Context: an optimization exercise on an open-source flow, tuned for small area, a short achievable clock period and few clock cycles. The choices shown serve that exercise and are no tape-out recipe.
Only simulation tests tie the RTL to the original design; equivalence was not proved.

// magnetometer_frame_heading
module magnetometer_frame_heading (
	input  logic                                 clk,
	input  logic                                 arst_n,
	input  logic                                 in_valid,
	output logic                                 in_stall,
	input  logic                                 command,
	input  logic [7:0]                           rx_byte,
	output logic                                 out_valid,
	input  logic                                 out_stall,
	output logic                                 send_request,
	output logic                                 frame_done,
	output logic                                 frame_ok,
	output logic [mfh_pkg::DEG_W-1:0]            heading_deg,
	output logic [mfh_pkg::DEG_W-1:0]            tilt_xz_deg,
	output logic [mfh_pkg::DEG_W-1:0]            tilt_yz_deg,
	output logic signed [mfh_pkg::VAL_W-1:0]     field_x,
	output logic signed [mfh_pkg::VAL_W-1:0]     field_y,
	output logic signed [mfh_pkg::VAL_W-1:0]     field_z,
	input  logic                                 cfg_we,
	input  logic [0:0]                           cfg_index,
	input  logic [mfh_pkg::CFG_W-1:0]            cfg_data
);
Size in the first run: roughly 390 flip-flops, about 120 I/O pins, ~0.035 mm2 of cells after synthesis.
export LEC_CHECK = 0
export ABC_AREA = 1
export CAP_MARGIN = 20
export CORE_MARGIN = 2
export CORE_UTILIZATION = 45
export CTS_BUF_LIST = sky130_fd_sc_hd__clkbuf_4 sky130_fd_sc_hd__clkbuf_8
export SETUP_SLACK_MARGIN = 3.5
export SLEW_MARGIN = 20
create_clock -name core_clock -period 7.5 [get_ports {clk}]
run.sh (not shown) runs the stock make flow with config.mk's settings and CLKGATE_MAP_FILE= SYNTH_SCRIPT=/design/flow/synth_recipe.tcl, a recipe that flattens the netlist after the stock synthesis.
Testbench counts at the start, summed over its fixed seeds: cycles 7,288.
Next try:
CTS_BUF_LIST = not set   (was sky130_fd_sc_hd__clkbuf_4 sky130_fd_sc_hd__clkbuf_8)
SETUP_SLACK_MARGIN = 3.0   (was 3.5)
What happened: The new run ran to the end with no violations. Setup slack loses 0.45 ns. Area after synthesis does not change. Via count falls by 2.2%. Cell area falls by 4.1%. Sequential cell count stays the same.
Next try:
SETUP_SLACK_MARGIN = 3.5   (was 3.0)
TNS_END_PERCENT = 50   (was not set)
Area after synthesis does not change.
Synthesized cell count does not change.
Count of clock-buffer cells in the layout is higher by 3.
Final area is higher by 5.0%.
Clock skew is higher by 0.0094 ns.

---

magnetometer_frame_heading again, from the RTL that the note above started with.
clock: 7.5 ns
lec_check: 0
abc_area: 1
cap_margin: 20
core_margin: 2
core_utilization: 55
setup_slack_margin: 3.5
slew_margin: 20
Testbench counts at the start, summed over its fixed seeds: cycles 7,288.
==> next run, changes <==
Settings changed: CORE_UTILIZATION 55 to 45, CTS_BUF_LIST set to sky130_fd_sc_hd__clkbuf_4 sky130_fd_sc_hd__clkbuf_8, CTS_CLUSTER_SIZE set to 20.
After rerunning: Area after synthesis is unchanged. Clock skew goes up by 0.011 ns.
==> next run, changes <==
Settings changed: CTS_BUF_LIST sky130_fd_sc_hd__clkbuf_4 sky130_fd_sc_hd__clkbuf_8 to unset, CTS_CLUSTER_SIZE 20 to unset, GPL_ROUTABILITY_DRIVEN set to 0.
Outcome:
- utilization barely changes
==> next run, changes <==
Settings changed: CAP_MARGIN 20 to 5, GPL_ROUTABILITY_DRIVEN 0 to unset, SLEW_MARGIN 20 to 5.
Cell area rises by 0.50%.
Global-route usage rises by 0.31 points.
Wire length increases by 0.34%.
Worst setup slack improved by 0.030 ns.
First-iteration DRC count came out lower by 8.4%.
Hold slack barely changes.
Critical path depth climbs by 1.
Utilization grows by 0.27 points.
Die area stays the same.
==> next run, changes <==
Settings changed: CAP_MARGIN 5 to 20, SETUP_SLACK_MARGIN 3.5 to 3.25, SLEW_MARGIN 5 to 20.
Worst setup slack gets worse by 0.24 ns.
Non-clock buffer count decreases by 38.
Cell area decreases by 3.6%.
Routed wire length decreases by 2.8%.

---

== build 84 ==
magnetometer_frame_heading again, from the RTL that the note above started with.
clock: 7.5 ns
lec_check: 0
abc_area: 1
cap_margin: 20
core_margin: 2
core_utilization: 45
place_density: 0.7
setup_slack_margin: 3.5
slew_margin: 20
Testbench counts of build 84, summed over its fixed seeds: cycles 7,288.
What build 47 does differently from build 84 at the input level:
Settings: GPL_TIMING_DRIVEN: unset -> 0; PLACE_DENSITY: 0.7 -> unset.
Results
The end point of the critical path comes out b_y_q[24] in one run and a_y_q[31] in the other, namely in build 84 and build 47 respectively.
In terms of mux cell area share after synthesis, build 84 and build 47 differ only marginally.
Looking at minimum hold slack, build 47 sits above build 84.
Of build 47 and build 84, build 47 shows the higher minimum period implied by the final worst setup slack, with build 84 below it.
Between build 47 and build 84, the difference in share of the final layout cell area in multi-input gates is negligible.
Input changes introduced in build 18 (baseline for comparison: build 47):
Settings: CTS_BUF_LIST now sky130_fd_sc_hd__clkbuf_2 sky130_fd_sc_hd__clkbuf_4 sky130_fd_sc_hd__clkbuf_8, previously not set; GPL_TIMING_DRIVEN no longer set, was 0.
--- outcome ---
Build 18 vs. build 47: minimum setup slack among reg-to-reg paths went up by 0.12 ns.
Run comparison: build 18 highest metal layer used by the detailed router met5; build 47 highest metal layer used by the detailed router met4
On via count, build 47 loses to build 18.
Build 18 has fraction of the cycle the final worst path needs below what build 47 had.
diff inputs: build 18 => build 63
Settings: SETUP_SLACK_MARGIN now 3.75, was 3.5; CTS_BUF_LIST no longer set, was sky130_fd_sc_hd__clkbuf_2 sky130_fd_sc_hd__clkbuf_4 sky130_fd_sc_hd__clkbuf_8.
Results
Build 63 vs build 18, uppermost metal layer occupied by signal nets: met4 vs met5. In summary, build 63 completed successfully, with a layout that passed the timing, DRC and antenna checks. Per the comparison of build 63 with build 18, layout inverter count without the clock tree rose by 0.73%, amount of wire on met3 after detailed routing went up by about 14%. As far as post-route clock period utilization is concerned, build 63 and build 18 perform about the same. Slowest cell on the critical path = dfrtp_2: build 63; slowest cell on the critical path = edfxtp_1: build 18.
For build 49, these inputs were changed with respect to build 63:
Settings: SETUP_SLACK_MARGIN changed from 3.75 to 3.5; CORE_UTILIZATION changed from 45 to 35.
Findings:
Lower global-route usage was reported by build 49, not build 63.
Taking build 63 as the reference, in build 49 final setup slack of the worst path fell 0.12 ns; area of the die rose 28%; number of post-CTS setup repair buffers saw a decrease.
Portion of the clock cycle consumed by the worst path in the final layout: build 49 > build 63
Compared with build 63, in build 49 non-clock buffer share of cell area decreased 2.2 points.

---

Setup of build 6:
magnetometer_frame_heading again, from the RTL that the note above started with.
==> flow/config.mk <==
export PLATFORM = sky130hd
export DESIGN_NAME = magnetometer_frame_heading
export DESIGN_NICKNAME = magnetometer_frame_heading
export VERILOG_FILES = /design/flow/design.v
export SDC_FILE = /design/flow/constraint.sdc
export NUM_CORES = 4
export LEC_CHECK = 0
export ABC_AREA = 1
export CAP_MARGIN = 20
export CORE_MARGIN = 2
export CORE_UTILIZATION = 45
export CTS_BUF_LIST = sky130_fd_sc_hd__clkbuf_4
export SETUP_SLACK_MARGIN = 3.5
export SLEW_MARGIN = 20
==> flow/constraint.sdc <==
create_clock -name core_clock -period 7.5 [get_ports {clk}]
set_input_delay 1.5000 -clock core_clock [delete_from_list [all_inputs] [get_ports {clk}]]
set_output_delay 1.5000 -clock core_clock [all_outputs]
set_load 0.01 [all_outputs]
Testbench counts of build 6, summed over its fixed seeds: cycles 7,288.
Modified inputs, build 48 compared to build 6
- CTS_BUF_LIST changed from sky130_fd_sc_hd__clkbuf_4 to sky130_fd_sc_hd__clkbuf_8
Results
- No stage failed in build 48, and the final checks on the layout all came back clean.
- Build 6 and build 48 ended up with roughly the same utilization.
- Run comparison: build 48 critical-path cell with the highest stage delay sky130_fd_sc_hd__nor2_1; build 6 critical-path cell with the highest stage delay sky130_fd_sc_hd__dfxtp_4
- Build 48 ended up with a lower final setup slack of the worst path than build 6 did.
- Final cell area excluding filler cells across build 6 and build 48: no real change.
> inputs changed (build 48 -> build 60)
- CTS_BUF_LIST no longer set, was sky130_fd_sc_hd__clkbuf_8
==> results.txt <==
- Ratio of final minimum period to clock period (build 60 over build 48): decrease, 0.21 points
- Per the comparison of build 60 with build 48, final-layout fill cell count went down about 0.7%; wire length of the first global-routing pass shows a reduction of 570 µm; register-to-register slack lost 0.04 ns.
- Sequential share of layout area, build 48 and build 60, higher one = build 48.
- Clock tree cell share of total cell area in build 60 is 0.43 points higher than in build 48
- Routed wire length delta for build 60 relative to build 48: 0.48% lower
- Overall global routing resource usage in build 60 is 0.18 points below build 48.
- Build 48 ended up with primary input to flip-flop as its class of the most critical setup path; build 60 ended up with flip-flop to flip-flop.

-- port drivers added, routing unchanged --
The results above use ideal ports. As a check the final layouts listed here were re-extracted and re-timed, cells and wires unchanged.
Step 1 (the two cells are an assumption about what drives the block):
set clk [get_ports {clk}]
set_driving_cell -lib_cell sky130_fd_sc_hd__clkbuf_16 $clk
set_driving_cell -lib_cell sky130_fd_sc_hd__buf_2 [delete_from_list [all_inputs] $clk]
Step 2 moves the port delays by t, midway between the first and last clock arrival at a register: inputs arrive t later, outputs are due t later. That takes back most of the time a late clock gives input paths.
Slacks: ideal ports / drivers / drivers and shift; pairs: ideal ports / drivers.
run | t (ns) | setup WS [ns] | hold WS [ns] | clock arrival spread, ns
the first run of note 1 | 0.746 | 3.660 / 3.660 / 3.011 | 0.416 / 0.416 / 0.416 | 0.034 / 0.033
the second run of note 1 | 0.667 | 3.207 / 3.207 / 2.641 | 0.424 / 0.424 / 0.424 | 0.018 / 0.019
the third run of note 1 | 0.666 | 3.533 / 3.533 / 3.093 | 0.418 / 0.418 / 0.418 | 0.030 / 0.030
the first run of note 2 | 0.663 | 3.592 / 3.592 / 3.086 | 0.417 / 0.417 / 0.417 | 0.023 / 0.023
the second run of note 2 | 0.746 | 3.660 / 3.660 / 3.011 | 0.416 / 0.416 / 0.416 | 0.034 / 0.033
the third run of note 2 | 0.671 | 3.593 / 3.593 / 2.973 | 0.419 / 0.419 / 0.419 | 0.020 / 0.020
the fourth run of note 2 | 0.661 | 3.623 / 3.623 / 3.060 | 0.417 / 0.417 / 0.417 | 0.031 / 0.031
the fifth run of note 2 | 0.674 | 3.385 / 3.385 / 2.757 | 0.406 / 0.406 / 0.406 | 0.036 / 0.036
build 84 | 0.658 | 3.551 / 3.551 / 3.053 | 0.418 / 0.418 / 0.418 | 0.024 / 0.024
build 47 | 0.665 | 3.540 / 3.540 / 3.081 | 0.423 / 0.423 / 0.423 | 0.033 / 0.033
build 18 | 0.746 | 3.660 / 3.660 / 3.011 | 0.416 / 0.416 / 0.416 | 0.034 / 0.033
build 63 | 0.692 | 3.670 / 3.670 / 3.216 | 0.415 / 0.415 / 0.415 | 0.017 / 0.017
build 49 | 0.694 | 3.550 / 3.579 / 2.885 | 0.420 / 0.420 / 0.420 | 0.036 / 0.036
build 6 | 0.958 | 3.622 / 3.622 / 2.749 | 0.405 / 0.405 / 0.405 | 0.072 / 0.072
build 48 | 0.741 | 3.607 / 3.642 / 2.901 | 0.414 / 0.414 / 0.414 | 0.039 / 0.038
build 60 | 0.661 | 3.623 / 3.623 / 3.060 | 0.417 / 0.417 / 0.417 | 0.031 / 0.031
After both steps setup and hold are still met in every run listed. For build 6, which loses most, drivers alone change the setup slack by 0.000 ns; drivers and shift together by -0.873 ns.
